This is an optimization exercise on Yosys and OpenROAD, whose aim is small area, a short achievable clock period and few clock cycles, not a production implementation. The RTL was checked by simulation tests, not by an equivalence proof against the original design. Power is estimated from default activity; no workload was simulated.

## run 1
// kmp_substring_search
module kmp_substring_search
(
    input  wire                 i_clk,
    input  wire                 i_rst_n,
    input  wire                 i_cfg_we,
    input  wire [1:0]           i_cfg_index,
    input  wire [63:0]          i_cfg_data,
    input  wire                 i_text_valid,
    input  wire [7:0]           i_text_byte,
    input  wire                 i_text_is_final,
    output wire                 o_text_ready,
    output wire                 o_result_valid,
    output wire                 o_result_found,
    output wire [15:0]          o_result_index,
    input  wire                 i_result_ready
);
    logic [63:0] r_pat_lo;
    logic [63:0] r_pat_hi;
    logic        r_lo_ok;      
    logic        r_hi_ok;      
    logic [4:0]  r_nn;         
    logic        r_clear_d;    
    logic        cfg_hit;
    logic [4:0]  cfg_len;
    logic [4:0]  cfg_nn;
    assign cfg_hit = i_cfg_we && (i_cfg_index != 2'd3);
    assign cfg_len = (i_cfg_data[4] && |i_cfg_data[3:0]) ? 5'd16 : i_cfg_data[4:0];
    always_comb begin
        logic lower;
        lower = 1'b0;
        for (int i = 0; i < 5; i++) begin
            cfg_nn[i] = cfg_len[i] ^ lower;
            lower     = lower | cfg_len[i];
        end
    end
    always_ff @(posedge i_clk) begin
        if (i_cfg_we && i_cfg_index == 2'd0) r_pat_lo <= i_cfg_data;
        if (i_cfg_we && i_cfg_index == 2'd1) r_pat_hi <= i_cfg_data;
    end
    always_ff @(posedge i_clk) begin
        if (!i_rst_n) begin
            r_lo_ok   <= 1'b0;
            r_hi_ok   <= 1'b0;
            r_nn      <= '0;
            r_clear_d <= 1'b0;
        end else begin
            r_clear_d <= cfg_hit;
            if (i_cfg_we && i_cfg_index == 2'd0) r_lo_ok <= 1'b1;
  ...
For scale: about 700 cells after synthesis, ~200 flip-flops, roughly 99 I/O pins, about 9100 µm² of cells after synthesis.
Settings: LEC_CHECK=0, CAP_MARGIN=20, CORE_MARGIN=2, CORE_UTILIZATION=40, PLACE_DENSITY=0.6, SETUP_SLACK_MARGIN=3.4, SLEW_MARGIN=20; clock period 5.5 ns.
standard.sh (not shown) runs the stock make flow with config.mk's settings and CLKGATE_MAP_FILE= SYNTH_SCRIPT=/design/flow/synth_recipe.tcl, a recipe that flattens the netlist after the stock synthesis.
==> flow/flow/run.sh <==
#!/bin/bash
set -euo pipefail
bash standard.sh \
  "BUFFER_PORTS_ARGS=-buffer_cell sky130_fd_sc_hd__buf_1" \
  "CTS_ARGS=-sink_clustering_enable -repair_clock_nets -dont_use_dummy_load -root_buf sky130_fd_sc_hd__clkbuf_16 -buf_list sky130_fd_sc_hd__clkbuf_4 -sink_clustering_size 12 -sink_clustering_max_diameter 60" \
  finish > standard_flow.log 2>&1
Testbench counts of run 1, summed over its fixed seeds: cycles 19,925.
Input changes introduced in run 2 (baseline for comparison: run 1):
==> flow/flow/run.sh <==
#!/bin/bash
set -euo pipefail
bash standard.sh \
  "BUFFER_PORTS_ARGS=-buffer_cell sky130_fd_sc_hd__buf_1" \
  "CTS_ARGS=-sink_clustering_enable -repair_clock_nets -dont_use_dummy_load" \
  finish > standard_flow.log 2>&1
==> comparison <==
Run 2 finished every step from synthesis to the final layout, and the layout passed the timing, design-rule and antenna checks.
Between run 1 and run 2, the cell count went down.
[run 2] detailed-routed wire length on met3 rose about 13% relative to run 1
As far as number of failing setup endpoints in the final timing report goes, run 2 and run 1 are indistinguishable; the numbers are identical.
Relative to run 1, the proportion of power drawn by flip-flops and latches of run 2 is lower by 11 points.
#### Input delta (run 3 over run 2)
Settings: changing SETUP_SLACK_MARGIN from 3.4 to 3.6.
==> flow/flow/run.sh <==
#!/bin/bash
set -euo pipefail
bash standard.sh \
  "BUFFER_PORTS_ARGS=-buffer_cell sky130_fd_sc_hd__buf_1" \
  "CTS_ARGS=-sink_clustering_enable -repair_clock_nets -dont_use_dummy_load -root_buf sky130_fd_sc_hd__clkbuf_16 -buf_list sky130_fd_sc_hd__clkbuf_16 -sink_clustering_size 15 -sink_clustering_max_diameter 80" \
  finish > standard_flow.log 2>&1
## What came out
Result for run 2 and run 3: all clean
Run 3 ended with less transition time at the pin with the least slew margin than run 2.
CTS clock-pin slew for the worst setup and hold paths across run 2 and run 3: no real change.
In run 3 relative to run 2, via count had gone up slightly.
On met1 track utilization from global routing, the lower figure sits with run 2, not run 3.
The estimated power of run 3 ends up lower than the estimate for run 2.
What run 4 does differently from run 3 at the input level:
Settings: SETUP_SLACK_MARGIN changed from 3.6 to 3.45.
==> flow/flow/run.sh <==
#!/bin/bash
set -euo pipefail
bash standard.sh \
  "BUFFER_PORTS_ARGS=-buffer_cell sky130_fd_sc_hd__buf_1" \
  "CTS_ARGS=-sink_clustering_enable -repair_clock_nets -dont_use_dummy_load -root_buf sky130_fd_sc_hd__clkbuf_16 -buf_list sky130_fd_sc_hd__clkbuf_8 -sink_clustering_size 18 -sink_clustering_max_diameter 90" \
  finish > standard_flow.log 2>&1
Findings:
Having completed the whole flow, run 4 delivered a layout that passed the timing, design-rule and antenna checks.
Run 3 ended with every stage complete and zero timing, DRC or antenna violations.
Final routed DRC violation total: run 3 vs run 4 identical
Compared with run 3, run 4 shows a worst reg-to-reg path cell count that is 2 higher.
The lower non-clock buffer count came out of run 4.
Changes observed in run 4 relative to run 3: global-route total usage across every layer fell 0.22 points; clock buffer and inverter area fraction after layout fell 1.6 points; via count fell 2.0%; number of instances in the placed design about even.
For number of unique standard cell types used by synthesis, run 4 and run 3 come out practically identical.
Wire length per cell after detailed routing for run 4 is lower than for run 3.
Minimum clock period: run 4 lower than run 3
Taking run 3 as the reference point, the worst setup margin of run 4 rises by 3.3 ps.

* * *

Another version of the RTL of kmp_substring_search (not shown whole).
Size in the first run: about 730 cells after synthesis, ~200 flip-flops.
clock: 5.5 ns
lec_check: 0
abc_clock_period_in_ps: 1800
cap_margin: 20
core_margin: 2
core_utilization: 40
place_density: 0.6
setup_slack_margin: 3.5
slew_margin: 20
run.sh (not shown) runs the stock make flow with config.mk's settings and CLKGATE_MAP_FILE= SYNTH_SCRIPT=/design/flow/synth_recipe.tcl, a recipe that flattens the netlist after the stock synthesis.
Stock flow here: none of the scripts above is used.
Testbench counts at the start, summed over its fixed seeds: cycles 19,925.
==> next run, changes <==
--- a/flow/config.mk
+++ b/flow/config.mk
@@ -7,3 +7,2 @@
 export LEC_CHECK = 0
-export ABC_CLOCK_PERIOD_IN_PS = 1800
 export CAP_MARGIN = 20
@@ -12,3 +11,2 @@
 export PLACE_DENSITY = 0.6
-export SETUP_SLACK_MARGIN = 3.5
 export SLEW_MARGIN = 20
Result: The new run completed without violations. Non-clock buffer count falls by 37. Routed wire length is lower by 11%. Sequential share of layout area rose by 3.0 points. Final cell count fell by 3.5%. Worst hold slack is worse by 0.015 ns. Maximum frequency is lower by 27%. Register-to-register slack gets worse by 0.84 ns. Utilization came out lower by 3.3 points. Cell area falls by 6.3%.
==> next run, changes <==
--- a/flow/config.mk
+++ b/flow/config.mk
@@ -11,2 +11,3 @@
 export PLACE_DENSITY = 0.6
+export SETUP_SLACK_MARGIN = 3.5
 export SLEW_MARGIN = 20
- worst hold slack gains 0.015 ns
- global-route usage climbs by 1.9 points
- synthesized cell count does not change

## what the ideal ports hide
Ports are ideal in the flow. The routed layouts listed here were re-timed in OpenROAD. Step 1 (the two cells are an assumption about what drives the block):
set clk [get_ports {i_clk}]
set_driving_cell -lib_cell sky130_fd_sc_hd__clkbuf_16 $clk
set_driving_cell -lib_cell sky130_fd_sc_hd__buf_2 [delete_from_list [all_inputs] $clk]
Step 2 also shifts input and output timing later by t, the mid clock arrival at the registers, as if the neighbouring blocks saw the same clock. a / b / c = ideal / step 1 / step 2; a / b = the first two.
run | shift t [ns] | setup WS [ns] | worst register clock-pin slew, ns
run 1 | 0.510 | 3.389 / 3.347 / 2.972 | 0.12 / 0.12
run 2 | 0.538 | 3.408 / 3.366 / 2.967 | 0.06 / 0.06
run 3 | 0.514 | 3.417 / 3.371 / 3.161 | 0.07 / 0.07
run 4 | 0.494 | 3.420 / 3.375 / 3.068 | 0.11 / 0.11
the first run of note 2 | 0.542 | 3.234 / 3.234 / 2.743 | 0.06 / 0.06
the second run of note 2 | 0.545 | 2.395 / 2.395 / 2.292 | 0.06 / 0.06
the third run of note 2 | 0.542 | 3.234 / 3.234 / 2.743 | 0.06 / 0.06
After both steps setup and hold are still met in every run listed.
